From an optimization exercise on the open Yosys and OpenROAD flow, aimed at small area and a short achievable clock period; shortcuts taken in it are not production practice. No run shown here included a check of the RTL's function; only the layout flow was run. Power figures rest on the tool's default switching activity, not on a simulated workload.

<file path="design/flow/run.sh">
#!/bin/bash
# synth_recipe.tcl (not shown) runs the flow's synth.tcl, then flattens the netlist and writes it again
# the make line also repeats each setting of config.mk as NAME=value (left out here)
make -C /OpenROAD-flow-scripts/flow DESIGN_CONFIG=/design/flow/config.mk WORK_HOME=/design/flow/orfs CLKGATE_MAP_FILE= SYNTH_SCRIPT=/design/flow/synth_recipe.tcl finish
</file>
<file path="design/flow/config.mk">
export PLATFORM = sky130hd
export DESIGN_NAME = sys_matmul_stream
export DESIGN_NICKNAME = sys_matmul_stream
export VERILOG_FILES = /design/flow/design.v
export SDC_FILE = /design/flow/constraint.sdc
export NUM_CORES = 4
export LEC_CHECK = 0
export CAP_MARGIN = 20
export CORE_MARGIN = 2
export CORE_UTILIZATION = 40
export CTS_BUF_LIST = sky130_fd_sc_hd__clkbuf_8
export CTS_CLUSTER_SIZE = 30
export SETUP_SLACK_MARGIN = 5
export SLEW_MARGIN = 20
</file>
<file path="design/flow/constraint.sdc">
create_clock -name core_clock -period 8.0 [get_ports {CLK}]
set_input_delay 1.6000 -clock core_clock [delete_from_list [all_inputs] [get_ports {CLK}]]
set_output_delay 1.6000 -clock core_clock [all_outputs]
set_load 0.01 [all_outputs]
</file>
<file path="design/flow/design.v">
module sys_matmul_stream #(
  parameter int N      = 3,
  parameter int DW     = 8,
  parameter int ACC_W  = 2*DW + $clog2(N),
  parameter int SIGNED = 0
) (
  input  logic             CLK,
  input  logic             rst_n,
  input  logic             vld_in,
  output logic             rdy_in,
  input  logic [DW-1:0]    a,
  input  logic [DW-1:0]    b,
  input  logic             keep,
  output logic             vld_out,
  input  logic             rdy_out,
  output logic [ACC_W-1:0] c,
  output logic             last_out,
  output logic             busy,
  output logic [1:0]       dbg_state
);
  localparam logic [1:0] S_LOAD = 2'd0, S_MAC = 2'd1, S_DRAIN = 2'd2;
  localparam int UD = 0, UY = 1, UZ = 2;
  logic [1:0]       r_state;
  logic [1:0]       r_i, r_j;
  logic             r_busy;
  logic             r_zero;        
  logic             r_clr;         
  logic             r_ph1;         
  logic             r_h1, r_h1i1;  
  logic             r_enD, r_enYZ, r_clrD, r_clrYZ, r_cD1, r_cY1, r_pzD;
  logic [2:0]       r_wD, r_wYZ;   
  logic [9:0]       r_ld;          
  logic [ACC_W-1:0] r_cout;
  logic [DW-1:0]    r_a [2];       
  logic [DW-1:0]    r_b [2];
  logic [DW-1:0]    r_az, r_by;
  logic [14:0]      r_ps [3];      
  logic [14:1]      r_pc [3];
  logic [ACC_W-1:0] r_c [3][3];
  logic w_in_hs, w_out_hs, w_mac, w_drain, w_ld;
  assign w_mac     = r_state[0];
  assign w_drain   = r_state[1];
  assign rdy_in    = (r_state == S_LOAD);
  assign vld_out   = w_drain;
  assign last_out  = r_ld[9];
  assign c         = r_cout;
  assign busy      = r_busy;
  assign dbg_state = r_state;
  assign w_in_hs   = vld_in && rdy_in;
  assign w_out_hs  = w_drain && rdy_out;
  assign w_ld      = (w_mac && (r_j == 2'd2)) || w_out_hs;
  logic w_clr_now;
  assign w_clr_now = ((r_i == 2'd0) && (r_j == 2'd0)) ? (!keep || r_zero) : r_clr;
  always_ff @(posedge CLK) begin
    if (!rst_n) begin
      r_state <= S_LOAD;
      r_i     <= '0;
      r_j     <= '0;
      r_busy  <= 1'b0;
      r_zero  <= 1'b1;
      r_ph1   <= 1'b0;
      r_h1    <= 1'b0;
      r_h1i1  <= 1'b0;
      r_enD   <= 1'b0;
      r_enYZ  <= 1'b0;
      r_wD    <= 3'b001;
      r_wYZ   <= 3'b001;
      r_ld    <= 10'd1;
      r_cout  <= '0;
    end else begin
      case (r_state)
        S_LOAD:  if (w_in_hs && (r_i == 2'd2)) r_state <= S_MAC;
        S_MAC:   r_state <= (r_j == 2'd2) ? S_DRAIN : S_LOAD;
        default: if (w_out_hs && r_ld[9]) r_state <= S_LOAD;
      endcase
      r_ph1  <= w_mac;
      r_h1   <= w_in_hs;
      r_h1i1 <= w_in_hs && (r_i == 2'd1);
      r_enD  <= r_h1;
      r_enYZ <= r_h1i1 || w_mac || r_ph1;
      if (r_enD)  r_wD  <= {r_wD[1:0], r_wD[2]};
      if (r_enYZ) r_wYZ <= {r_wYZ[1:0], r_wYZ[2]};
      if (w_in_hs) begin
        r_i    <= (r_i == 2'd2) ? 2'd0 : r_i + 2'd1;
        r_busy <= 1'b1;
        if ((r_i == 2'd0) && (r_j == 2'd0)) r_zero <= 1'b0;
      end
      if (w_mac) r_j <= (r_j == 2'd2) ? 2'd0 : r_j + 2'd1;
      if (w_out_hs && r_ld[9]) r_busy <= 1'b0;
      if (w_ld) begin
        r_ld   <= {r_ld[8:0], r_ld[9]};
        r_cout <= w_cnext;
      end
    end
  end
  always_ff @(posedge CLK) begin
    if (w_in_hs && (r_i == 2'd0) && (r_j == 2'd0)) r_clr <= !keep || r_zero;
    r_cD1   <= w_in_hs && (r_j == 2'd0) && w_clr_now;
    r_pzD   <= w_in_hs && (r_i == 2'd0) && (r_j == 2'd0) && w_clr_now;
    r_clrD  <= r_cD1;
    r_cY1   <= w_in_hs && (r_i == 2'd1) && (r_j == 2'd0) && r_clr;
    r_clrYZ <= r_cY1 || (r_clr && ((w_mac && (r_j == 2'd0)) || (r_ph1 && (r_j == 2'd1))));
    if (w_in_hs) begin
      r_a[0] <= a;      r_a[1] <= r_a[0];
      r_b[0] <= b;      r_b[1] <= r_b[0];
    end
    if (w_in_hs && (r_i == 2'd0)) begin
      r_az <= a;
      r_by <= b;
    end else if (w_mac) begin
      r_az <= r_a[1];
      r_by <= r_b[1];
    end
  end
  logic [2:0] w_ks [3];    
  logic [2:0] w_ps [3];    
  logic [ACC_W-1:0] w_cnext;
  always_comb begin
    w_ks[UD] = {r_ld[8], r_ld[4], r_ld[0]};
    w_ks[UY] = {r_ld[7], r_ld[6], r_ld[3]};
    w_ks[UZ] = {r_ld[5], r_ld[2], r_ld[1]};
    for (int u = 0; u < 3; u++) begin
      logic [2:0] w;
      w = (u == UD) ? r_wD : r_wYZ;
      for (int p = 0; p < 3; p++)
        w_ps[u][p] = (w[0] & w_ks[u][p]) | (w[1] & w_ks[u][(p+1)%3]) | (w[2] & w_ks[u][(p+2)%3]);
    end
    w_cnext = '0;
    for (int u = 0; u < 3; u++)
      for (int p = 0; p < 3; p++)
        w_cnext = w_cnext | (r_c[u][p] & {ACC_W{w_ps[u][p]}});
  end
  logic [15:0] w_ms [3], w_mc [3];
  mul8cs u_mD (.x(r_a[0]), .y(r_b[0]), .s(w_ms[UD]), .c(w_mc[UD]));
  mul8cs u_mY (.x(r_a[0]), .y(r_by),   .s(w_ms[UY]), .c(w_mc[UY]));
  mul8cs u_mZ (.x(r_az),   .y(r_b[0]), .s(w_ms[UZ]), .c(w_mc[UZ]));
  always_ff @(posedge CLK) begin
    for (int u = 0; u < 3; u++) begin
      r_ps[u] <= w_ms[u][14:0];
      r_pc[u] <= w_mc[u][14:1];
    end
  end
  logic w_en [3], w_rz [3], w_pz [3];
  assign w_en[UD] = r_enD;
  assign w_en[UY] = r_enYZ;
  assign w_en[UZ] = r_enYZ;
  assign w_rz[UD] = r_clrD && !r_wD[2];
  assign w_rz[UY] = r_clrYZ && !r_wYZ[2];
  assign w_rz[UZ] = w_rz[UY];
  assign w_pz[UD] = r_pzD;
  assign w_pz[UY] = r_cY1;
  assign w_pz[UZ] = r_cY1;
  always_ff @(posedge CLK) begin
    for (int u = 0; u < 3; u++)
      if (w_en[u]) begin
        r_c[u][0] <= w_rz[u] ? '0 : r_c[u][1];
        r_c[u][1] <= r_c[u][2];
        r_c[u][2] <= r_c[u][0] + ACC_W'(r_ps[u]) + ACC_W'({r_pc[u], 1'b0});
      end else if (w_pz[u]) begin
        r_c[u][0] <= '0;
      end
  end
endmodule
module mul8cs (input logic [7:0] x, input logic [7:0] y, output logic [15:0] s, output logic [15:0] c);
  wire pp0_0 = ~(x[0] & y[0]);
  wire pp0_1 = ~(x[0] & y[1]);
  wire pp0_2 = ~(x[0] & y[2]);
  wire pp0_3 = ~(x[0] & y[3]);
  wire pp0_4 = ~(x[0] & y[4]);
  wire pp0_5 = ~(x[0] & y[5]);
  wire pp0_6 = ~(x[0] & y[6]);
  wire pp0_7 = ~(x[0] & y[7]);
  wire pp1_0 = ~(x[1] & y[0]);
  wire pp1_1 = ~(x[1] & y[1]);
  wire pp1_2 = ~(x[1] & y[2]);
  wire pp1_3 = ~(x[1] & y[3]);
  wire pp1_4 = ~(x[1] & y[4]);
  wire pp1_5 = ~(x[1] & y[5]);
  wire pp1_6 = ~(x[1] & y[6]);
  wire pp1_7 = ~(x[1] & y[7]);
  wire pp2_0 = ~(x[2] & y[0]);
  wire pp2_1 = ~(x[2] & y[1]);
  wire pp2_2 = ~(x[2] & y[2]);
  wire pp2_3 = ~(x[2] & y[3]);
  wire pp2_4 = ~(x[2] & y[4]);
  wire pp2_5 = ~(x[2] & y[5]);
  wire pp2_6 = ~(x[2] & y[6]);
  wire pp2_7 = ~(x[2] & y[7]);
  wire pp3_0 = ~(x[3] & y[0]);
  wire pp3_1 = ~(x[3] & y[1]);
  wire pp3_2 = ~(x[3] & y[2]);
  wire pp3_3 = ~(x[3] & y[3]);
  wire pp3_4 = ~(x[3] & y[4]);
  wire pp3_5 = ~(x[3] & y[5]);
  wire pp3_6 = ~(x[3] & y[6]);
  wire pp3_7 = ~(x[3] & y[7]);
  wire pp4_0 = ~(x[4] & y[0]);
  wire pp4_1 = ~(x[4] & y[1]);
  wire pp4_2 = ~(x[4] & y[2]);
  wire pp4_3 = ~(x[4] & y[3]);
  wire pp4_4 = ~(x[4] & y[4]);
  wire pp4_5 = ~(x[4] & y[5]);
  wire pp4_6 = ~(x[4] & y[6]);
  wire pp4_7 = ~(x[4] & y[7]);
  wire pp5_0 = ~(x[5] & y[0]);
  wire pp5_1 = ~(x[5] & y[1]);
  wire pp5_2 = ~(x[5] & y[2]);
  wire pp5_3 = ~(x[5] & y[3]);
  wire pp5_4 = ~(x[5] & y[4]);
  wire pp5_5 = ~(x[5] & y[5]);
  wire pp5_6 = ~(x[5] & y[6]);
  wire pp5_7 = ~(x[5] & y[7]);
  wire pp6_0 = ~(x[6] & y[0]);
  wire pp6_1 = ~(x[6] & y[1]);
  wire pp6_2 = ~(x[6] & y[2]);
  wire pp6_3 = ~(x[6] & y[3]);
  wire pp6_4 = ~(x[6] & y[4]);
  wire pp6_5 = ~(x[6] & y[5]);
  wire pp6_6 = ~(x[6] & y[6]);
  wire pp6_7 = ~(x[6] & y[7]);
  wire pp7_0 = ~(x[7] & y[0]);
  wire pp7_1 = ~(x[7] & y[1]);
  wire pp7_2 = ~(x[7] & y[2]);
  wire pp7_3 = ~(x[7] & y[3]);
  wire pp7_4 = ~(x[7] & y[4]);
  wire pp7_5 = ~(x[7] & y[5]);
  wire pp7_6 = ~(x[7] & y[6]);
  wire pp7_7 = ~(x[7] & y[7]);
  wire hs0 = ~(pp0_6 ^ pp1_5);
  wire hc0 = pp0_6 | pp1_5;
  wire fs1 = pp0_7 ^ pp1_6 ^ pp2_5;
  wire fc1 = (pp0_7 & pp1_6) | (pp0_7 & pp2_5) | (pp1_6 & pp2_5);
  wire hs2 = ~(pp3_4 ^ pp4_3);
  wire hc2 = pp3_4 | pp4_3;
  wire fs3 = pp1_7 ^ pp2_6 ^ pp3_5;
  wire fc3 = (pp1_7 & pp2_6) | (pp1_7 & pp3_5) | (pp2_6 & pp3_5);
  wire hs4 = ~(pp4_4 ^ pp5_3);
  wire hc4 = pp4_4 | pp5_3;
  wire fs5 = pp2_7 ^ pp3_6 ^ pp4_5;
  wire fc5 = (pp2_7 & pp3_6) | (pp2_7 & pp4_5) | (pp3_6 & pp4_5);
  wire hs6 = ~(pp0_4 ^ pp1_3);
  wire hc6 = pp0_4 | pp1_3;
  wire fs7 = pp0_5 ^ pp1_4 ^ pp2_3;
  wire fc7 = (pp0_5 & pp1_4) | (pp0_5 & pp2_3) | (pp1_4 & pp2_3);
  wire hs8 = ~(pp3_2 ^ pp4_1);
  wire hc8 = pp3_2 | pp4_1;
  wire fs9 = hs0 ^ pp2_4 ^ pp3_3;
  wire fc9 = (hs0 & pp2_4) | (hs0 & pp3_3) | (pp2_4 & pp3_3);
  wire fs10 = pp4_2 ^ pp5_1 ^ pp6_0;
  wire fc10 = (pp4_2 & pp5_1) | (pp4_2 & pp6_0) | (pp5_1 & pp6_0);
  wire fs11 = fs1 ^ hs2 ^ pp5_2;
  wire fc11 = (fs1 & hs2) | (fs1 & pp5_2) | (hs2 & pp5_2);
  wire fs12 = pp6_1 ^ pp7_0 ^ hc0;
  wire fc12 = (pp6_1 & pp7_0) | (pp6_1 & hc0) | (pp7_0 & hc0);
  wire fs13 = fs3 ^ hs4 ^ pp6_2;
  wire fc13 = (fs3 & hs4) | (fs3 & pp6_2) | (hs4 & pp6_2);
  wire fs14 = pp7_1 ^ fc1 ^ hc2;
  wire fc14 = (pp7_1 & fc1) | (pp7_1 & hc2) | (fc1 & hc2);
  wire fs15 = fs5 ^ pp5_4 ^ pp6_3;
  wire fc15 = (fs5 & pp5_4) | (fs5 & pp6_3) | (pp5_4 & pp6_3);
  wire fs16 = pp7_2 ^ fc3 ^ hc4;
  wire fc16 = (pp7_2 & fc3) | (pp7_2 & hc4) | (fc3 & hc4);
  wire fs17 = pp3_7 ^ pp4_6 ^ pp5_5;
  wire fc17 = (pp3_7 & pp4_6) | (pp3_7 & pp5_5) | (pp4_6 & pp5_5);
  wire fs18 = pp6_4 ^ pp7_3 ^ fc5;
  wire fc18 = (pp6_4 & pp7_3) | (pp6_4 & fc5) | (pp7_3 & fc5);
  wire fs19 = pp4_7 ^ pp5_6 ^ pp6_5;
  wire fc19 = (pp4_7 & pp5_6) | (pp4_7 & pp6_5) | (pp5_6 & pp6_5);
  wire hs20 = ~(pp0_3 ^ pp1_2);
  wire hc20 = pp0_3 | pp1_2;
  wire fs21 = hs6 ^ pp2_2 ^ pp3_1;
  wire fc21 = (hs6 & pp2_2) | (hs6 & pp3_1) | (pp2_2 & pp3_1);
  wire fs22 = fs7 ^ hs8 ^ pp5_0;
  wire fc22 = (fs7 & hs8) | (fs7 & pp5_0) | (hs8 & pp5_0);
  wire fs23 = fs9 ^ fs10 ^ fc7;
  wire fc23 = (fs9 & fs10) | (fs9 & fc7) | (fs10 & fc7);
  wire fs24 = fs11 ^ fs12 ^ fc9;
  wire fc24 = (fs11 & fs12) | (fs11 & fc9) | (fs12 & fc9);
  wire fs25 = fs13 ^ fs14 ^ fc11;
  wire fc25 = (fs13 & fs14) | (fs13 & fc11) | (fs14 & fc11);
  wire fs26 = fs15 ^ fs16 ^ fc13;
  wire fc26 = (fs15 & fs16) | (fs15 & fc13) | (fs16 & fc13);
  wire fs27 = fs17 ^ fs18 ^ fc15;
  wire fc27 = (fs17 & fs18) | (fs17 & fc15) | (fs18 & fc15);
  wire fs28 = fs19 ^ pp7_4 ^ fc17;
  wire fc28 = (fs19 & pp7_4) | (fs19 & fc17) | (pp7_4 & fc17);
  wire fs29 = pp5_7 ^ pp6_6 ^ pp7_5;
  wire fc29 = (pp5_7 & pp6_6) | (pp5_7 & pp7_5) | (pp6_6 & pp7_5);
  wire hs30 = ~(pp0_2 ^ pp1_1);
  wire hc30 = pp0_2 | pp1_1;
  wire fs31 = hs20 ^ pp2_1 ^ pp3_0;
  wire fc31 = (hs20 & pp2_1) | (hs20 & pp3_0) | (pp2_1 & pp3_0);
  wire fs32 = fs21 ^ pp4_0 ^ hc20;
  wire fc32 = (fs21 & pp4_0) | (fs21 & hc20) | (pp4_0 & hc20);
  wire fs33 = fs22 ^ hc6 ^ fc21;
  wire fc33 = (fs22 & hc6) | (fs22 & fc21) | (hc6 & fc21);
  wire fs34 = fs23 ^ hc8 ^ fc22;
  wire fc34 = (fs23 & hc8) | (fs23 & fc22) | (hc8 & fc22);
  wire fs35 = fs24 ^ fc10 ^ fc23;
  wire fc35 = (fs24 & fc10) | (fs24 & fc23) | (fc10 & fc23);
  wire fs36 = fs25 ^ fc12 ^ fc24;
  wire fc36 = (fs25 & fc12) | (fs25 & fc24) | (fc12 & fc24);
  wire fs37 = fs26 ^ fc14 ^ fc25;
  wire fc37 = (fs26 & fc14) | (fs26 & fc25) | (fc14 & fc25);
  wire fs38 = fs27 ^ fc16 ^ fc26;
  wire fc38 = (fs27 & fc16) | (fs27 & fc26) | (fc16 & fc26);
  wire fs39 = fs28 ^ fc18 ^ fc27;
  wire fc39 = (fs28 & fc18) | (fs28 & fc27) | (fc18 & fc27);
  wire fs40 = fs29 ^ fc19 ^ fc28;
  wire fc40 = (fs29 & fc19) | (fs29 & fc28) | (fc19 & fc28);
  wire fs41 = pp6_7 ^ pp7_6 ^ fc29;
  wire fc41 = (pp6_7 & pp7_6) | (pp6_7 & fc29) | (pp7_6 & fc29);
  assign s[0] = ~pp0_0;
  assign c[0] = 1'b0;
  assign s[1] = ~pp0_1;
  assign c[1] = ~pp1_0;
  assign s[2] = ~hs30;
  assign c[2] = ~pp2_0;
  assign s[3] = ~fs31;
  assign c[3] = ~hc30;
  assign s[4] = ~fs32;
  assign c[4] = ~fc31;
  assign s[5] = ~fs33;
  assign c[5] = ~fc32;
  assign s[6] = ~fs34;
  assign c[6] = ~fc33;
  assign s[7] = ~fs35;
  assign c[7] = ~fc34;
  assign s[8] = ~fs36;
  assign c[8] = ~fc35;
  assign s[9] = ~fs37;
  assign c[9] = ~fc36;
  assign s[10] = ~fs38;
  assign c[10] = ~fc37;
  assign s[11] = ~fs39;
  assign c[11] = ~fc38;
  assign s[12] = ~fs40;
  assign c[12] = ~fc39;
  assign s[13] = ~fs41;
  assign c[13] = ~fc40;
  assign s[14] = ~pp7_7;
  assign c[14] = ~fc41;
  assign s[15] = 1'b0;
  assign c[15] = 1'b0;
endmodule
</file>
==> results.ini, run 1 <==
[layout]
n_antenna_cell=0
final_util=0.465
fin_area_um2=21200
drive_above_1_share=0.117
seqCellArea_um2=9140
area_growth_pct=14.5
multi_input_area_um2=8950
fin_nets=1900
fillers=4187

[synthesis]
yosys.area_share.xor_xnor=0.0180
yosysMostFrequentCell=nand2_1
synth-async-reset-ratio=0
syn_area_per_cell_um2=11.9
ys_ff_latch=350
synthDominantCellAreaShare=0.342
ys_seq_area_frac=0.492
synthTopCellsByCount=nand2_1 (234), edfxtp_1 (211), and2_1 (199)
synth.area.top_cells=edfxtp_1 (34%), fa_1 (16%), dfxtp_1 (15%)
synth_fp_nets=1796
synth_edf_count=211
synthMuxAreaShare=0.0146
yosysWarnings=23
synth-compound-area-share=0.0760
synth_top_family_by_area=adder cells
synth_cell_types=71
yosys.area.top_type=edfxtp_1
synth_area_um2=18500
syn_inst=1556
synthSimpleGateAreaFrac=0.158
synthFlopType=edfxtp_1
yosys.area_share.adder=0.209

[worst_hold_path]
hold_depth=0
hold_class=register to register

[sta]
setup-violations-final=0
max_freq_ghz=0.324
post-route-period-util=0.386
hold_viol=0
drv_slew=0
post-route-min-period_ns=3.09
maxSlewHeadroom=0.242
rsz0062_at_grt=true
tightest_slew_ns=1.14
finalSetupTns_ns=0
final.setup_skew_ns=0.0301

[power]
peakVddDrop_v=0.000135
seqPwrFrac=0.382
power_frac_clock=0.243
switching_power_mw=2.23
power.leakage_nw=8.62
combPwrFrac=0.374
p_int_mw=4.18
switching_share=0.348
power.density_nw_per_um2=303

[run]
cap_violations=0

[clock_tree]
cts_sinks=350
root_buffer=clkbuf_8
htree_levels=2
cts_tree=done
clk_pin_slew_ns=0.06
cts.path.max_buffers=3
cts-buffers-inserted=56
worstSkewPairLatency_ns=0.65

[global_routing]
grt_pass1_vias=12100
antenna_found_initial=0
grt_pass1_wl_mm=73.2
grt_max_degree=60
overflow=0
grt_use_total=0.204

[routing]
vias=12000
drt-initial-drc-count=1083
post_drt_via_cell_ratio=5.21
drc=0
ant_nets=0
routed_wl_mm=48.0
wl_per_cell_um=20.8
first_pass_iters=5

[floorplanning]
core.rowCount=78
core-area_um2=45600
fp.dieW_um=219
dieArea_um2=48100
ios=45
dieHeight_um=219
initial_core_util=0.407

[place]
hpwl_mm=33.5
placed_cell_area_um2=19500
gp_congestion=0.872
place.port_buffers=44

[critical_path]
reg2reg_depth=6
worst_ep_arrival_time_ns=1.49
crit_required_ns=6.40
worstPathMaxFanout=3
cp-end-kind=output pin
crit_type=register to output pin
critPathLaunchType=register

[status]
status=finished clean

metal layers:
layer,part of all wire,vias up,global-route usage,wire [µm]
met5,0,-,0,0
li1,-,5535,-,-
met1,0.45,6035,0.278,21600
met3,0.069,82,0.0463,3340
met4,0.028,0,0.0718,1340
met2,0.45,367,0.319,21700
power groups by stage:
stage,combinational (mW),sequential (mW),clock [mW]
2_1_floorplan,1.71,2.41,0
3_3_place_gp,2.16,2.51,0
3_5_place_dp,2.22,2.51,0
4_1_cts,2.31,2.46,1.59
5_1_grt,2.69,2.47,1.67
6_report,2.40,2.45,1.56
worst paths after layout:
| check | slack [ns] | endpoint | from |
|---|---|---|---|
| worst min register to register | 0.33 | r_clrD | r_cD1 |
| worst min-delay path | 0.33 | r_clrD | r_cD1 |
| worst max register to register | 5.08 | r_ps[0][10] | r_b[0][6] |
| worst max-delay path | 4.91 | rdy_in | r_state[0] |
layout by cell type, fill, tap and decap left out, types with 10 or more instances in the layout:
master / n
dfxtp_1: 132
buf_4: 50
a21boi_1: 10
xnor2_1: 28
clkdlybuf4s50_1: 20
xor2_1: 10
nand4_1: 35
a21oi_1: 34
nand2_1: 233
dlygate4sd2_1: 20
inv_1: 119
nor3_1: 12
fa_1: 146
clkbuf_8: 61
nor2b_1: 10
nor2_1: 36
o21ai_0: 32
a21o_1: 14
and2_1: 199
ha_1: 66
edfxtp_1: 211
a2111oi_0: 15
state kept, by name, indices dropped and copies added (netlist names), 3 cells and up:
name and count:
r_a 16, r_az 8, r_b 16, r_by 8, r_c 162, r_cout 18, r_ld 10, r_pc 42
r_ps 45, r_wD 3, r_wYZ 3
worst max-delay path, cell delays in order (launching register included):
cell and delay, ns:
dfxtp_4 0.34, buf_4 0.14, nor2_4 0.13, clkdlybuf4s15_2 0.23
per-stage QoR:
| step | cells | power [mW] | setup WS [ns] | hold slack (ns) |
|---|---|---|---|---|
| 5_1_grt | 2306 | 6.84 | 4.86 | 0.343 |
| 4_1_cts | 2291 | 6.36 | 4.84 | 0.330 |
| 3_5_place_dp | 2152 | 4.72 | 4.03 | 0.321 |
| 6_report | 2306 | 6.42 | 4.91 | 0.327 |
| 2_1_floorplan | 1556 | 4.12 | 5.08 | 0.310 |
| 3_3_place_gp | 2152 | 4.67 | 4.09 | 0.316 |
layout make-up:
cell class                      count  area share
Sequential cell                   350       0.431
Tap cell                          600      0.0354
Clock buffer                       61      0.0396
Clock inverter                     43      0.0135
Multi-Input combinational cell   1055       0.422
Inverter                           98      0.0173
Timing Repair Buffer               99      0.0414
kinds of logic (layout without fill, tap and decap cells):
family / Yosys count / after routing
and+or+nand+nor: 573 / 573
DFF: 350 / 350
adders and majority gates: 219 / 219
AOI/OAI and AO/OA: 200 / 200
buffers and inverters: 151 / 301
xor gates and xnor gates: 38 / 38
muxes: 25 / 25
timing repair:
item | CTS | global route
buffers inserted | 35 | 15
setup endpoints to repair | 95 | 21
hold buffers | 0 | 0
pin swaps | 8 | 20
gates cloned | 0 | 0
gates resized for setup | 44 | 22
==> run 2, diff against run 1 <==
--- a/design/flow/design.v
+++ b/design/flow/design.v
@@ -21,6 +21,7 @@
   localparam logic [1:0] S_LOAD = 2'd0, S_MAC = 2'd1, S_DRAIN = 2'd2;
   localparam int UD = 0, UY = 1, UZ = 2;
   logic [1:0]       r_state;
+  logic             r_rdy;         
   logic [1:0]       r_i, r_j;
   logic             r_busy;
   logic             r_zero;        
@@ -40,7 +41,7 @@
   logic w_in_hs, w_out_hs, w_mac, w_drain, w_ld;
   assign w_mac     = r_state[0];
   assign w_drain   = r_state[1];
-  assign rdy_in    = (r_state == S_LOAD);
+  assign rdy_in    = r_rdy;
   assign vld_out   = w_drain;
   assign last_out  = r_ld[9];
   assign c         = r_cout;
@@ -54,6 +55,7 @@
   always_ff @(posedge CLK) begin
     if (!rst_n) begin
       r_state <= S_LOAD;
+      r_rdy   <= 1'b1;
       r_i     <= '0;
       r_j     <= '0;
       r_busy  <= 1'b0;
@@ -69,9 +71,10 @@
       r_cout  <= '0;
     end else begin
       case (r_state)
-        S_LOAD:  if (w_in_hs && (r_i == 2'd2)) r_state <= S_MAC;
-        S_MAC:   r_state <= (r_j == 2'd2) ? S_DRAIN : S_LOAD;
-        default: if (w_out_hs && r_ld[9]) r_state <= S_LOAD;
+        S_LOAD:  if (w_in_hs && (r_i == 2'd2)) begin r_state <= S_MAC; r_rdy <= 1'b0; end
+        S_MAC:   if (r_j == 2'd2) r_state <= S_DRAIN;
+                 else begin r_state <= S_LOAD; r_rdy <= 1'b1; end
+        default: if (w_out_hs && r_ld[9]) begin r_state <= S_LOAD; r_rdy <= 1'b1; end
       endcase
       r_ph1  <= w_mac;
       r_h1   <= w_in_hs;
--- a/design/flow/config.mk
+++ b/design/flow/config.mk
@@ -8,7 +8,7 @@
 export CAP_MARGIN = 20
 export CORE_MARGIN = 2
 export CORE_UTILIZATION = 40
-export CTS_BUF_LIST = sky130_fd_sc_hd__clkbuf_8
-export CTS_CLUSTER_SIZE = 30
+export CTS_CLUSTER_DIAMETER = 250
+export CTS_CLUSTER_SIZE = 28
 export SETUP_SLACK_MARGIN = 5
 export SLEW_MARGIN = 20
==> run 2 against run 1 <==
  * Still clean on timing, DRC and antenna
  * Core utilization shrank 1.2 points
  * Die area is 0.70% lower
  * Clock power decreased by 37%
  * Cell area is 3.1% lower
  * Synthesized cell count shrank 1.3%
  * Total power is 11% lower
  * First-iteration DRC count is 7.3% lower
  * Fmax is 0.45% higher
  * Non-clock buffer count unchanged
  * Count of clock-buffer cells in the layout is 34 lower
  * Clock skew is 0.0099 ns lower
==> results.ini, run 2 <==
[status]
status=finished clean

[routing]
ant_nets=0  ; unchanged
top_layer=met4
routed_wl_mm=47.0  ; -2.1%
dr_wl_met2_mm=21.4  ; -1.4%
met3WireLength_mm=2.97  ; -11%
post_drt_via_cell_ratio=5.34  ; +2.4%
vias=11800  ; -1.7%
wl_per_cell_um=21.2  ; +1.9%
drc=0  ; unchanged
drt-initial-drc-count=1004  ; -7.3%
first_pass_iters=6  ; +1
wl_met1_mm=20.8  ; -3.7%

[sta]
tightest_slew_ns=1.14  ; +0.00464 ns
max_freq_ghz=0.325  ; +0.45%
final.setup_skew_ns=0.0202  ; -0.00992 ns
setup_slack_ns=4.92  ; +0.0140 ns
hold_viol=0  ; unchanged
rsz0062_at_grt=true
finalSetupTns_ns=0  ; unchanged
post-route-period-util=0.385  ; -0.00175
setup-violations-final=0  ; unchanged
post-route-min-period_ns=3.08  ; -0.0140 ns
drv_slew=0  ; unchanged
maxSlewHeadroom=0.234  ; -0.00755

[global_routing]
grt_pass1_wl_mm=71.9  ; -1.8%
overflow=0  ; unchanged
antenna_found_initial=1  ; +1
grt_max_degree=68  ; +13%
grt_pass1_vias=12000  ; -1.3%
grt_use_total=0.200  ; -0.00399

[clock_tree]
cts_hold_buf=0  ; unchanged
clk_pin_slew_ns=0.11  ; +0.05 ns
htree_levels=1  ; -1
worstSkewPairLatency_ns=0.54  ; -0.11 ns
cts_sinks=351  ; +0.29%
root_buffer=clkbuf_16
cts-buffers-inserted=16  ; -71%
cts.path.max_buffers=3  ; unchanged
cts_tree=done

[floorplanning]
initial_core_util=0.405  ; -0.00115
fp.dieW_um=218  ; -0.35%
core-area_um2=45400  ; -0.43%
core.rowCount=78  ; unchanged
dieHeight_um=218  ; -0.35%
dieArea_um2=47700  ; -0.70%
ios=45  ; unchanged

[layout]
fin_nets=1844  ; -2.9%
largest_reg_flops=162  ; unchanged
top_register=r_c
mostFrequentLayoutCell=nand2_1
final_cell_mix=nand2_1 (234), edfxtp_1 (211), and2_1 (200), fa_1 (146), dfxtp_1 (126)
n_antenna_cell=0  ; unchanged
area_growth_pct=11.7
drive_above_1_share=0.103  ; -0.0138
final_cells=2214  ; -4.0%
reg.largest.list=r_c x162, r_ps x45, r_pc x42

[power]
power.leakage_nw=8.25  ; -4.3%
power_mw=5.73  ; -11%
power.density_nw_per_um2=279  ; -7.9%
peakVddDrop_v=0.000139  ; +2.8%

[synthesis]
synth_edf_count=211  ; unchanged
synth_fp_nets=1775  ; -1.2%
ys_seq_area_frac=0.497  ; +0.00460
synth_area_um2=18400  ; -0.71%
syn_inst=1535  ; -1.3%
synth_cell_types=63  ; -11%
yosys.area.top_type=edfxtp_1
yosysWarnings=23  ; unchanged
yosysMostFrequentCell=nand2_1
synthDominantCellAreaShare=0.344  ; +0.00244
synth.area.top_cells=edfxtp_1 (34%), fa_1 (16%), dfxtp_1 (15%)
synth-async-reset-ratio=0  ; unchanged
synthTopCellsByCount=nand2_1 (236), edfxtp_1 (211), and2_1 (201)
synthFlopType=edfxtp_1
syn_area_per_cell_um2=12.0  ; +0.65%
ys_ff_latch=351  ; +0.29%

[critical_path]
r2r_end=r_c[2][17]
r2r_slack_ns=4.92  ; -0.16 ns
critPathLaunchType=register
worst_ep_arrival_time_ns=3.36  ; +1.87 ns
cp-end-kind=register
crit_type=register to register
worstPathMaxFanout=2  ; -1
reg2reg_depth=11  ; +5
r2r-start=r_c[0][1]
crit_required_ns=8.29  ; +1.89 ns

[place]
placed_cells=2138  ; -0.65%
gp_congestion=0.872  ; about the same
place.port_buffers=44  ; unchanged
dp_slack_ns=4.45  ; +0.418 ns
hpwl_mm=33.1  ; -0.98%

[run]
cap_violations=0  ; unchanged

[worst_hold_path]
hold_class=register to register
hold_start=r_cD1
hold_end=r_clrD
hold_depth=0  ; unchanged

run 2: what timing repair did:
item / 4_1_cts / 5_1_grt
pin swaps: 12 / 25
hold endpoints to repair: 0 / 0
buffers inserted: 33 / 15
endpoints found under the setup margin: 58 / 28
resized for setup: 51 / 42
run 2: layout make-up:
type | count | area (µm²)
tap | 600 | 751
timing repair buffer | 99 | 867
clock buffer | 27 | 463
inverter | 93 | 349
fill | 4191 | 24800
multi-input combinational | 1043 | 8950
sequential | 351 | 9160
clock inverter | 1 | 16.3
run 2: through the flow:
stage                     utilization  hold slack [ns]  instance area [µm²]
after CTS                       0.446            0.342                20300
after detailed placement        0.429            0.317                19500
after floorplan                     -            0.310                18400
after global routing            0.453            0.356                20600
after global placement          0.429            0.317                19500
final                           0.453            0.338                20600
run 2: logic make-up (layout without fill, tap and decap cells):
logic type | count (synthesis) | in the layout | synth area share
buffers and inverters | 141 | 220 | 0.0302
adders and majority gates | 219 | 219 | 0.210
muxes | 24 | 24 | 0.0142
xor gates and xnor gates | 43 | 43 | 0.0205
DFF | 351 | 351 | 0.497
AOI/OAI and AO/OA | 190 | 190 | 0.0729
and+or+nand+nor | 567 | 567 | 0.155
run 2: worst max-delay path: stages, from the launching register on:
cell      delay [ns]
edfxtp_1        0.39
inv_1           0.06
fa_1            0.49
inv_2           0.05
ha_4            0.16
fa_2            0.38
a21o_1          0.19
a221o_1         0.35
nand4_1         0.18
nand3_2         0.12
a41o_1          0.32
xor2_1          0.15
run 2: worst max-delay path by stage:
stage	start	slack [ns]	end	cells after the start
floorplan	vld_in	5.05	r_rdy	5
global placement	vld_in	4.48	r_az[0]	5
detailed placement	vld_in	4.45	r_az[5]	5
CTS	r_c[0][1]	4.90	r_c[2][17]	11
global route	r_c[0][1]	4.82	r_c[2][17]	11
finish	r_c[0][1]	4.92	r_c[2][17]	11
run 2: power by group:
part	total (mW)	switching (mW)	internal (mW)
clock	0.985	0.575	0.409
combinational	2.31	1.29	1.02
sequential	2.43	0.173	2.26
total	5.73	2.03	3.69
run 2: layer usage:
metal  GRT usage  vias up
met5           0        -
met4      0.0717        0
met3      0.0283       79
met2       0.316      412
met1       0.280     5994
li1            -     5329
==> run 3, diff against run 2 <==
--- a/design/flow/config.mk
+++ b/design/flow/config.mk
@@ -9,6 +9,6 @@
 export CORE_MARGIN = 2
 export CORE_UTILIZATION = 40
 export CTS_CLUSTER_DIAMETER = 250
-export CTS_CLUSTER_SIZE = 28
+export CTS_CLUSTER_SIZE = 22
 export SETUP_SLACK_MARGIN = 5
 export SLEW_MARGIN = 20
==> run 3 against run 2 <==
  * Core utilization rose by 0.17 points
  * Still clean
  * Worst setup slack got worse by 0.017 ns
  * Largest cell class unchanged
  * Sequential power about the same
  * Total power increased by 1.3%
  * Fmax down 0.56%
  * Critical path type unchanged
  * Non-clock buffer count rose by 4
  * Largest power group unchanged
  * Global-route usage barely moved
==> results.ini, run 3 <==
[layout]
drive_above_1_share=0.102  ; -0.00187
reg.largest.list=r_c x162, r_ps x45, r_pc x42
fin_nets=1851  ; +0.38%
largest_reg_flops=162  ; unchanged
n_antenna_cell=0  ; unchanged
fillers=4192  ; +0.024%
area_growth_pct=12.2
seqCellArea_um2=9160  ; about the same
multi_input_area_um2=8920  ; -0.25%
final_cell_mix=nand2_1 (235), edfxtp_1 (211), and2_1 (201), fa_1 (146), dfxtp_1 (131)
fin_area_um2=20600  ; +0.38%
mostFrequentLayoutCell=nand2_1
top_register=r_c

[floorplanning]
core-area_um2=45400  ; unchanged
ios=45  ; unchanged
dieArea_um2=47700  ; unchanged
core.rowCount=78  ; unchanged
dieHeight_um=218  ; unchanged
fp.dieW_um=218  ; unchanged
initial_core_util=0.405  ; unchanged

[sta]
tightest_slew_ns=1.16  ; +0.0144 ns
finalSetupTns_ns=0  ; unchanged
maxSlewHeadroom=0.225  ; -0.00966
post-route-min-period_ns=3.09  ; +0.0174 ns
setup-violations-final=0  ; unchanged
max_freq_ghz=0.323  ; -0.56%
final.setup_skew_ns=0.0190  ; -0.00118 ns
post-route-period-util=0.387  ; +0.00217
hold_viol=0  ; unchanged
rsz0062_at_grt=true
drv_slew=0  ; unchanged

[routing]
vias=11800  ; +0.0085%
drc=0  ; unchanged
first_pass_iters=5  ; -1
top_layer=met4
met3WireLength_mm=2.87  ; -3.5%
routed_wl_mm=47.2  ; +0.36%
wl_met1_mm=20.9  ; +0.58%
ant_nets=0  ; unchanged
dr_wl_met2_mm=21.7  ; +1.3%
wl_per_cell_um=21.2  ; about the same
post_drt_via_cell_ratio=5.31  ; -0.44%
drt-initial-drc-count=1077  ; +7.3%

[place]
place.port_buffers=44  ; unchanged
gp_congestion=0.872  ; unchanged
placed_cell_area_um2=19500  ; unchanged
hpwl_mm=33.1  ; unchanged

[clock_tree]
cts-buffers-inserted=19  ; +3
cts.path.max_buffers=3  ; unchanged
htree_levels=1  ; unchanged
cts_sinks=351  ; unchanged
worstSkewPairLatency_ns=0.54  ; about the same
root_buffer=clkbuf_16
cts_tree=done
clk_pin_slew_ns=0.10  ; about the same

[synthesis]
synth_top_family_by_area=adder cells
syn_area_per_cell_um2=12.0  ; unchanged
synthFlopType=edfxtp_1
yosysWarnings=23  ; unchanged
synthTopCellsByCount=nand2_1 (236), edfxtp_1 (211), and2_1 (201)
synth_cell_types=63  ; unchanged
synthDominantCellAreaShare=0.344  ; unchanged
synth.area.top_cells=edfxtp_1 (34%), fa_1 (16%), dfxtp_1 (15%)
ys_ff_latch=351  ; unchanged
synthMuxAreaShare=0.0142  ; unchanged
ys_seq_area_frac=0.497  ; unchanged
yosys.area_share.adder=0.210  ; unchanged
syn_inst=1535  ; unchanged
synth-compound-area-share=0.0729  ; unchanged
synth_area_um2=18400  ; unchanged
yosys.area.top_type=edfxtp_1
synthSimpleGateAreaFrac=0.155  ; unchanged
synth_edf_count=211  ; unchanged
yosysMostFrequentCell=nand2_1
synth-async-reset-ratio=0  ; unchanged
synth_fp_nets=1775  ; unchanged
yosys.area_share.xor_xnor=0.0205  ; unchanged

[global_routing]
antenna_found_initial=1  ; unchanged
grt_pass1_vias=12000  ; -0.10%
grt_pass1_wl_mm=72.2  ; +0.39%
overflow=0  ; unchanged
grt_use_total=0.200  ; about the same
grt_max_degree=68  ; unchanged

[power]
seqPwrFrac=0.418  ; -0.007
p_int_mw=3.76  ; +1.7%
peakVddDrop_v=0.000161  ; +16%
switching_power_mw=2.05  ; +0.56%
switching_share=0.353  ; -0.00252
combPwrFrac=0.398  ; -0.005
power.density_nw_per_um2=281  ; +0.90%
power.leakage_nw=8.31  ; +0.68%
power_frac_clock=0.184  ; +0.012

[critical_path]
crit_required_ns=8.29  ; about the same
cp-end-kind=register
critical_path.max_stage_delay_ns=0.49  ; about the same
crit_type=register to register
path_cells=inv_1 -> fa_1 -> inv_2 -> ha_4 -> fa_2 -> a21o_1 -> a221o_1 -> nand4_1 -> nand3_2 -> a41o_1 -> xor2_1
worst_ep_arrival_time_ns=3.39  ; +0.03 ns
critPathLaunchType=register
worstPathMaxFanout=2  ; unchanged
worst_path_max_delay_cell=fa_1

[worst_hold_path]
hold_class=register to register

[run]
cap_violations=0  ; unchanged

[status]
status=finished clean

-- run 3: cells by family (layout without fill, tap and decap cells) --
family | count (synthesis) | after routing
AND/OR/NAND/NOR | 567 | 567
flip-flops | 351 | 351
adder cells (fa/ha/maj) | 219 | 219
AO/OA/AOI/OAI | 190 | 190
buffers and inverters | 141 | 230
XOR/XNOR | 43 | 43
multiplexers | 24 | 24
-- run 3: path summary, 6_finish.rpt --
check	end	slack (ns)	startpoint	depth (start not counted)
worst min-delay path	r_clrD	0.33	r_cD1	0
worst min register to register	r_clrD	0.33	r_cD1	0
worst max-delay path	r_c[2][17]	4.91	r_c[0][1]	11
worst max register to register	r_c[2][17]	4.91	r_c[0][1]	11
-- run 3: critical path: cells and delay by family, from the launching register on --
kind / cells / cell delay [ns]
DFF: 1 / 0.39
AOI/OAI and AO/OA: 3 / 0.86
adders and majority gates: 3 / 1.04
and+or+nand+nor: 2 / 0.30
buffers and inverters: 2 / 0.11
xor gates and xnor gates: 1 / 0.15
-- run 3: area by class of cell --
type / count / area share
clock buffer: 32 / 0.0254
timing repair buffer: 103 / 0.0437
sequential: 351 / 0.444
multi-input combinational: 1043 / 0.433
tap: 600 / 0.0364
clock inverter: 2 / 0.00127
inverter: 93 / 0.0169
-- run 3: routing by layer --
layer / vias up / global-route usage
met5: - / 0
met4: 0 / 0.0664
met3: 75 / 0.0267
met2: 375 / 0.319
met1: 6006 / 0.281
li1: 5359 / -
-- run 3: what timing repair did --
action	4_1_cts	5_1_grt
gates resized for setup	45	36
hold buffers	0	0
endpoints found under the setup margin	71	42
buffers inserted	31	21
pin swaps	13	16
cloned	0	0
-- run 3: power by group through the flow --
stage / combinational, mW / clock, mW / sequential (mW)
after floorplan: 1.58 / 0 / 2.41
after global placement: 2.02 / 0 / 2.49
after detailed placement: 2.08 / 0 / 2.49
after CTS: 2.16 / 1.08 / 2.44
after global routing: 2.61 / 1.14 / 2.45
final: 2.31 / 1.07 / 2.43
-- run 3: metrics by stage --
step,setup WS [ns],std cells,hold WS [ns],utilization,power [mW]
finish,4.91,2224,0.335,0.455,5.80
global route,4.81,2224,0.354,0.455,6.20
CTS,4.81,2203,0.339,0.447,5.68
detailed placement,4.45,2138,0.317,0.429,4.57
global placement,4.48,2138,0.317,0.429,4.51
floorplan,5.05,1535,0.310,-,3.99
==> run 4, diff against run 3 <==
--- a/design/flow/design.v
+++ b/design/flow/design.v
@@ -68,7 +68,6 @@
       r_wD    <= 3'b001;
       r_wYZ   <= 3'b001;
       r_ld    <= 10'd1;
-      r_cout  <= '0;
     end else begin
       case (r_state)
         S_LOAD:  if (w_in_hs && (r_i == 2'd2)) begin r_state <= S_MAC; r_rdy <= 1'b0; end
@@ -92,7 +91,6 @@
       if (w_out_hs && r_ld[9]) r_busy <= 1'b0;
       if (w_ld) begin
         r_ld   <= {r_ld[8:0], r_ld[9]};
-        r_cout <= w_cnext;
       end
     end
   end
@@ -115,6 +113,8 @@
       r_by <= r_b[1];
     end
   end
+  always_ff @(posedge CLK)
+    if (!rst_n || w_ld) r_cout <= w_cnext & {ACC_W{rst_n}};
   logic [2:0] w_ks [3];    
   logic [2:0] w_ps [3];    
   logic [ACC_W-1:0] w_cnext;
--- a/design/flow/config.mk
+++ b/design/flow/config.mk
@@ -9,6 +9,6 @@
 export CORE_MARGIN = 2
 export CORE_UTILIZATION = 40
 export CTS_CLUSTER_DIAMETER = 250
-export CTS_CLUSTER_SIZE = 22
+export CTS_CLUSTER_SIZE = 28
 export SETUP_SLACK_MARGIN = 5
 export SLEW_MARGIN = 20
==> run 4 against run 3 <==
  * Total power is 0.82% lower
  * Critical path depth decreased by 5
  * Cell area fell by 1.7%
  * Synthesized cell count decreased by 7.6%
  * Routed wire length fell by 6.5%
  * Final cell count down 5.9%
  * Combinational power barely moved
  * Clock skew grew 0.0023 ns
  * Global-route usage down 0.96 points
  * Worst hold slack lost 0.0054 ns
  * Register-to-register slack gained 0.14 ns
==> results.ini, run 4 <==
[routing]
routed_wl_mm=44.1  ; -6.5%
wl_per_cell_um=21.1  ; -0.58%
drt-initial-drc-count=1079  ; +0.19%
post_drt_via_cell_ratio=5.34  ; +0.44%
ant_nets=0  ; unchanged
first_pass_iters=8  ; +3
drc=0  ; unchanged
vias=11200  ; -5.5%

[place]
hpwl_mm=31.1  ; -6.1%
place.port_buffers=44  ; unchanged
placed_cell_area_um2=19400  ; -0.46%
gp_congestion=0.837  ; -4.1%

[critical_path]
worst_path_most_repeated_cell=fa_1
r2r_slack_ns=5.05  ; +0.14 ns
critPathLaunchType=register
critical_path.max_stage_delay_ns=0.56  ; +0.07 ns
crit_required_ns=8.43  ; +0.14 ns
cp-end-kind=register
crit_type=register to register
worst_ep_arrival_time_ns=3.38  ; about the same
worst_path_max_delay_cell=fa_1
crit_family=adder cells
worst-path-buf-inv=1  ; -1
path_cells=buf_6 -> and2_1 -> fa_1 -> fa_1 -> fa_1 -> fa_1
worstPathMaxFanout=5  ; +3

[synthesis]
synth_top_family_by_area=adder cells
synth_edf_count=229  ; +8.5%
synth_cell_types=57  ; -9.5%
synthMuxAreaShare=0.0143  ; +0.0000905
synth_fp_nets=1659  ; -6.5%
syn_inst=1419  ; -7.6%
ys_ff_latch=351  ; unchanged
synthSimpleGateAreaFrac=0.116  ; -0.0397
yosys.area.top_type=edfxtp_1
synth-compound-area-share=0.0979  ; +0.0250
yosys.area_share.xor_xnor=0.0196  ; -0.000828
synth.area.top_cells=edfxtp_1 (38%), fa_1 (16%), dfxtp_1 (13%)
yosys.area_share.adder=0.211  ; +0.00134
yosysMostFrequentCell=edfxtp_1
synthDominantCellAreaShare=0.376  ; +0.0318
yosysWarnings=23  ; unchanged
synthFlopType=edfxtp_1
synth-async-reset-ratio=0  ; unchanged
ys_seq_area_frac=0.510  ; +0.0130
syn_area_per_cell_um2=12.9  ; +7.5%
synthTopCellsByCount=edfxtp_1 (229), and2_1 (199), fa_1 (150)
synth_area_um2=18300  ; -0.63%

[floorplanning]
dieArea_um2=47400  ; -0.62%
ios=45  ; unchanged
core-area_um2=45300  ; -0.22%
initial_core_util=0.404  ; -0.00170
core.rowCount=78  ; unchanged
dieHeight_um=218  ; -0.31%
fp.dieW_um=218  ; -0.31%

[global_routing]
gr-usage-met1=0.277  ; -0.00347
grt_pass1_wl_mm=68.5  ; -5.1%
overflow=0  ; unchanged
grt_max_degree=69  ; +1.5%
grt_pass1_vias=11500  ; -3.8%
grt_busiest_layer=met2
antenna_found_initial=0  ; -1
use_met2=0.300  ; -0.0191
gr-usage-met3=0.0255  ; -0.00120
grt_use_total=0.190  ; -0.00960

[layout]
fin_area_um2=20300  ; -1.7%
final_cell_mix=edfxtp_1 (229), and2_1 (197), fa_1 (147), nand2_1 (118), dfxtp_1 (117)
drive_above_1_share=0.0824  ; -0.0192
top_register=r_c
multi_input_area_um2=8500  ; -4.7%
mostFrequentLayoutCell=edfxtp_1
reg.largest.list=r_c x162, r_ps x45, r_pc x42
largest_reg_flops=162  ; unchanged
n_antenna_cell=0  ; unchanged
fin_nets=1722  ; -7.0%
fillers=4102  ; -2.1%
area_growth_pct=11.0
seqCellArea_um2=9330  ; +1.9%

[clock_tree]
worstSkewPairLatency_ns=0.54  ; about the same
cts.path.max_buffers=3  ; unchanged
cts-buffers-inserted=16  ; -3
root_buffer=clkbuf_16
htree_levels=1  ; unchanged
cts_tree=done
cts_hold_buf=0  ; unchanged
cts_sinks=351  ; unchanged
clk_pin_slew_ns=0.11  ; about the same

[sta]
post-route-period-util=0.369  ; -0.0177
max_freq_ghz=0.339  ; +4.8%
finalSetupTns_ns=0  ; unchanged
drv_slew=0  ; unchanged
final.setup_skew_ns=0.0213  ; +0.00232 ns
post-route-min-period_ns=2.95  ; -0.142 ns
setup-violations-final=0  ; unchanged
whs_ns=0.330  ; -0.00539 ns
tightest_slew_ns=1.11  ; -0.0458 ns
maxSlewHeadroom=0.255  ; +0.0307
hold_viol=0  ; unchanged
rsz0062_at_grt=true

[power]
power.density_nw_per_um2=284  ; +0.89%
peakVddDrop_v=0.000179  ; +11%
power.leakage_nw=8.06  ; -3.0%

[worst_hold_path]
hold_class=register to register

[run]
cap_violations=0  ; unchanged

[status]
status=finished clean

-- run 4: repair_timing --
item,CTS,global route
endpoints found under the setup margin,110,31
pin swaps,13,18
buffers inserted,24,15
gates resized for setup,41,14
-- run 4: logic make-up after synthesis --
family	Yosys count
xor+xnor	41
simple gates	397
buf+inv	146
flops	351
compound gates	241
mux	24
fa+ha+maj	219
-- run 4: routing by layer --
layer  vias up  part of all wire
met4         0             0.021
met1      5644              0.46
met3        60             0.070
met5         -                 0
li1       5074                 -
met2       385              0.45
-- run 4: cell type report --
cell class	count	share of cell area
Clock inverter	1	0.000802
Timing Repair Buffer	91	0.0417
Inverter	100	0.0185
Clock buffer	27	0.0228
Multi-Input combinational cell	922	0.419
Tap cell	600	0.0370
Sequential cell	351	0.460
-- run 4: through the flow --
stage               setup slack, ns  cells  utilization  power (mW)
global route                   4.96   2092        0.448        6.15
floorplan                      4.97   1419            -        4.08
CTS                            5.00   2077        0.443        5.74
finish                         5.05   2092        0.448        5.75
detailed placement             3.90   2025        0.428        4.72
global placement               3.96   2025        0.428        4.67
-- run 4: path summary, 6_finish.rpt --
check | from | to | cells after the start
worst max-delay path | r_b[0][7] | r_ps[0][9] | 6
worst max register to register | r_b[0][7] | r_ps[0][9] | 6
worst min-delay path | r_cD1 | r_clrD | 0
worst min register to register | r_cD1 | r_clrD | 0
-- run 4: worst register-to-register path, delay by kind of cell (launching register included) --
| family | cells | cell delay [ns] |
|---|---|---|
| buf+inv | 1 | 0.19 |
| fa+ha+maj | 4 | 1.95 |
| simple gates | 1 | 0.17 |
| flops | 1 | 0.54 |
-- run 4: power by group --
group	switching, mW	total [mW]	internal (mW)
logic	1.30	2.29	0.990
clock network	0.580	0.989	0.409
registers	0.188	2.47	2.29
total	2.07	5.75	3.69

-- port drivers added, routing unchanged --
The results above use ideal ports. As a check the final layouts listed here were re-extracted and re-timed, cells and wires unchanged. Step 1, drivers: a clkbuf_16 drives CLK and a buf_2 each remaining input, both assumed. Step 2 moves the port delays by t, midway between the first and last clock arrival at a register: inputs arrive t later, outputs are due t later. That takes back most of the time a late clock gives input paths. Slacks: no drivers / after step 1 / after step 2; pairs: no drivers / after step 1.
run | t (ns) | slack for setup (ns) | slew at the worst register clock pin (ns) | worst data-port slew with drivers (ns) | cell pins on the clock port's net
run 1 | 0.686 | 4.909 / 4.857 / 4.449 | 0.07 / 0.07 | 0.06 | 1
run 2 | 0.579 | 4.923 / 4.923 / 4.400 | 0.12 / 0.12 | 0.05 | 1
run 3 | 0.583 | 4.906 / 4.906 / 4.427 | 0.10 / 0.10 | 0.05 | 1
run 4 | 0.583 | 5.048 / 5.048 / 4.567 | 0.11 / 0.11 | 0.06 | 1
After both steps setup and hold are still met in every run listed. For run 2, which loses most, drivers alone change the setup slack by 0.000 ns; drivers and shift together by -0.523 ns.
